From an optimization exercise on the open Yosys and OpenROAD flow, aimed at small area, a short achievable clock period and few clock cycles; shortcuts taken in it are not production practice.
At most, simulation tests tie the RTL to the original design; equivalence was not proved.

## conv_top
module conv_top #(
  parameter int IMG_BITS = 6
) (
  input  logic                  clk,
  input  logic                  reset,
  input  logic                  ready,
  input  logic signed [19:0]    idata,
  output logic                  busy,
  output logic [2*IMG_BITS-1:0] iaddr,
  output logic                  cwr,
  output logic [2*IMG_BITS-1:0] caddr_wr,
  output logic signed [19:0]    cdata_wr
);
Size: about 2,600 cells after synthesis, roughly 720 flip-flops, roughly 37,000 um^2 of cells after synthesis.
clock: 13.5 ns
lec_check: 0
cap_margin: 20
core_margin: 2
core_utilization: 40
slew_margin: 20
synth_hierarchical: 1
synth_minimum_keep_size: 0
standard.sh (not shown) runs the stock make flow with config.mk's settings and CLKGATE_MAP_FILE= SYNTH_SCRIPT=/design/flow/synth_recipe.tcl, a recipe that flattens the netlist after the stock synthesis.
==> flow/flow/run.sh <==
#!/bin/bash
# The standard layout, with post-cts and post-route timing repair aiming
# for setup slack well above what the 13.5 ns clock needs, so that the
# resizer also shortens paths the clock alone would leave slow.
set -euo pipefail
bash standard.sh SETUP_SLACK_MARGIN=9.6 finish > standard_make.log 2>&1
==> next run, changes <==
--- a/flow/design.v
+++ b/flow/design.v
@@ -1960,23 +1960,21 @@
   wire s1637, c1638;
   conv_fa u_s1637 (.a(s1565), .b(c1564), .c(~q33_3), .s(s1637), .co(c1638));
   wire s1639, c1640;
   conv_fa u_s1639 (.a(s1567), .b(c1566), .c(~q34_2), .s(s1639), .co(c1640));
   wire s1641, c1642;
   conv_fa u_s1641 (.a(s1569), .b(c1568), .c(~q35_3), .s(s1641), .co(c1642));
   wire [35:0] ra = {s1641, s1639, s1637, s1635, s1633, s1631, s1629, s1627, s1625, s1623, s1621, s1619, s1617, s1615, s1613, s1611, s1609, s1607, s1605, s1603, s1601, s1599, s1597, s1595, s1593, s1591, s1589, s1587, s1585, s1583, s1581, s1579, s1577, ~s1575, ~s1573, s1571};
   wire [35:0] rb = {c1640, c1638, c1636, c1634, c1632, c1630, c1628, c1626, c1624, c1622, c1620, c1618, c1616, c1614, c1612, c1610, c1608, c1606, c1604, c1602, c1600, c1598, c1596, c1594, c1592, c1590, c1588, c1586, c1584, c1582, c1580, c1578, ~c1576, c1574, c1572, ~q0_3};
   wire [35:0] s = ra + rb;
-  logic [19:0] sum_q;
   always_ff @(posedge clk) begin
-    sum_q <= s[35:16];
+    res <= s[35] ? 20'd0 : s[35:16];
   end
-  assign res = sum_q[19] ? 20'd0 : sum_q;
 endmodule
 module conv_fa (
   input  logic a, b, c,
   output logic s, co
 );
   assign s  = a ^ b ^ c;
   assign co = (a & b) | (a & c) | (b & c);
 endmodule
 `timescale 1ns/1ps
What happened: Register-to-register slack is worse by 0.02 ns; core utilization drops by 0.33 points; design area drops by 0.86%; cell count drops by 2.3%.
Testbench counts after the change, summed over its fixed seeds: cycles 41,712.
For the first run of this note, only the layout was checked, not whether the RTL still works.

========
## lane 4
conv_top, a different RTL version from the one above (not shown whole).
Size in the first run: roughly 2600 cells after synthesis, roughly 720 flip-flops, about 69 I/O pins.
==> module conv_top, before the edit <==
module conv_top #(
  parameter int IMG_BITS = 6
) (
  input  logic                  clk,
  input  logic                  reset,
  input  logic                  ready,
  input  logic signed [19:0]    idata,
  output logic                  busy,
  output logic [2*IMG_BITS-1:0] iaddr,
  output logic                  cwr,
  output logic [2*IMG_BITS-1:0] caddr_wr,
  output logic signed [19:0]    cdata_wr
);
typedef logic signed [19:0] pixel_t;
localparam int STRIP_ROWS = 8;
  localparam int L  = STRIP_ROWS + 2;   
  localparam int SR = 2 * L + 3;
  logic       rd_act;    
  logic       rd_first;  
  logic [3:0] ri;        
  logic [6:0] rx;        
  logic [5:0] arow;      
  logic       start;
  logic       col_end;
  logic       pad;
  assign start   = ready && !busy;
  assign col_end = (ri == 4'(L - 1));
  assign pad     = rx[6] || (ri == 4'd0 && arow == 6'd63) || (col_end && arow == 6'd0);
  assign iaddr   = {arow, rx[5:0]};
  always_ff @(posedge clk or posedge reset) begin
    if (reset) begin
      rd_act   <= 1'b0;
      rd_first <= 1'b1;
      ri       <= '0;
      rx       <= 7'd64;
      arow     <= '0;
    end else begin
      if (start) rd_act <= 1'b1;
      if (rd_act) begin
        if (!col_end) begin
          ri   <= ri + 1'b1;
          arow <= arow + 1'b1;
        end else begin
          ri <= '0;
          if (!rx[6]) begin
            rx   <= rx + 1'b1;
            arow <= arow - 6'(L - 1);
          end else if (!rd_first && arow == 6'd0) begin
            rd_act   <= 1'b0;
            rd_first <= 1'b1;
          end else begin
            rx       <= '0;
            arow     <= rd_first ? 6'd63 : arow - 6'(L - 1) + 6'(STRIP_ROWS);
            rd_first <= 1'b0;
          end
        end
      end
    end
  end
  logic rd_valid;
  assign rd_valid = rd_act && !rd_first && (ri >= 4'd2) && (rx != 7'd0);
  pixel_t sr [SR];
  always_ff @(posedge clk) begin
    sr[0] <= pad ? '0 : idata;
    for (int i = 1; i < SR; i++) sr[i] <= sr[i-1];
  end
  logic [20*SR-1:0] srv;
  always_comb for (int i = 0; i < SR; i++) srv[20*i +: 20] = sr[i];
  conv_mac u_mac (
    .clk(clk),
    .srv(srv),
    .res(cdata_wr)
  );
  logic v1, v2;
  logic last_wr;
  assign last_wr = cwr && (caddr_wr == '1);
  always_ff @(posedge clk or posedge reset) begin
    if (reset) begin
      v1       <= 1'b0;
      v2       <= 1'b0;
      cwr      <= 1'b0;
      caddr_wr <= '0;
      busy     <= 1'b0;
    end else begin
      v1  <= rd_valid;
      v2  <= v1;
      cwr <= v2;
      if (start) begin
        busy <= 1'b1;
      end else if (last_wr) begin
        busy <= 1'b0;
      end
      if (cwr) begin
        if (caddr_wr[8:6] != 3'd7) begin
          caddr_wr[11:6] <= caddr_wr[11:6] + 1'b1;
        end else if (caddr_wr[5:0] != 6'd63) begin
          caddr_wr[11:6] <= caddr_wr[11:6] - 6'd7;
          caddr_wr[5:0]  <= caddr_wr[5:0] + 1'b1;
        end else begin
          caddr_wr[11:6] <= caddr_wr[11:6] + 1'b1;
          caddr_wr[5:0]  <= '0;
        end
      end
    end
  end
endmodule
clock: 13.5 ns
lec_check: 0
cap_margin: 20
core_margin: 2
core_utilization: 40
slew_margin: 20
synth_hierarchical: 1
synth_minimum_keep_size: 0
==> flow/flow/run.sh <==
#!/bin/bash
# The standard layout, with post-cts and post-route timing repair aiming
# for setup slack well above what the 13.5 ns clock needs, so that the
# resizer also shortens paths the clock alone would leave slow; and a clock
# tree of smaller buffers without dummy balancing loads.
set -euo pipefail
bash standard.sh SETUP_SLACK_MARGIN=9.6 \
  'CTS_ARGS=-sink_clustering_enable -repair_clock_nets -dont_use_dummy_load -buf_list {sky130_fd_sc_hd__clkbuf_4 sky130_fd_sc_hd__clkbuf_8}' \
  finish > standard_make.log 2>&1
Testbench counts of lane 4, summed over its fixed seeds: cycles 41,712.
The following lists how lane 2 was set up differently from lane 4:
--- a/flow/design.v
+++ b/flow/design.v
@@ -2012,9 +2012,9 @@
       rd_act   <= 1'b0;
       rd_first <= 1'b1;
       ri       <= '0;
       rx       <= 7'd64;
-      arow     <= '0;
+      arow     <= 6'd63 - 6'(STRIP_ROWS);
     end else begin
       if (start) rd_act <= 1'b1;
       if (rd_act) begin
         if (!col_end) begin
@@ -2027,11 +2027,12 @@
             arow <= arow - 6'(L - 1);
           end else if (!rd_first && arow == 6'd0) begin
             rd_act   <= 1'b0;
             rd_first <= 1'b1;
+            arow     <= arow - 6'(L - 1);
           end else begin
             rx       <= '0;
-            arow     <= rd_first ? 6'd63 : arow - 6'(L - 1) + 6'(STRIP_ROWS);
+            arow     <= arow - 6'(L - 1) + 6'(STRIP_ROWS);
             rd_first <= 1'b0;
           end
         end
       end
Findings:
In the tables for lane 2 and lane 4, pin count of the biggest net entering global routing reads lower with lane 2.
The worst setup timing slack at the placement stage of lane 2 is higher than that of lane 4.
Lane 2 against lane 4: final area went down by 1.0%, shortest period the worst path allows went up by 41 ps.
Lane 2 ends up with a via count that is about 1.3% lower than in lane 4.
The final reports for lane 2 and lane 4 show worst-margin pin slew lower in the former.
Testbench counts of lane 2, summed over its fixed seeds: cycles 41,712.

[static timing again, ports no longer ideal]
The results above use ideal ports. As a check the final layouts listed here were re-extracted and re-timed, cells and wires unchanged.
Step 1, drivers: a clkbuf_16 drives clk and a buf_2 each remaining input, both assumed.
Step 2 adds t to the input delays and takes it off the output delays; t is the mean of the earliest and latest rising clock arrival at the registers after step 1. Input paths then give back, and output paths get back, about the clock's delay inside the block.
Three values: ideal, step 1, step 2; two values: the first two.
run	t, ns	slack for setup (ns)	worst setup path at the end
the first run of note 1	0.704	9.390 / 9.318 / 9.641	register to register
the second run of note 1	0.695	9.506 / 9.441 / 9.625	register to register
lane 4	0.784	9.467 / 9.401 / 9.621	register to register
lane 2	0.789	9.426 / 9.361 / 9.642	register to register
After both steps setup and hold are still met in every run listed.
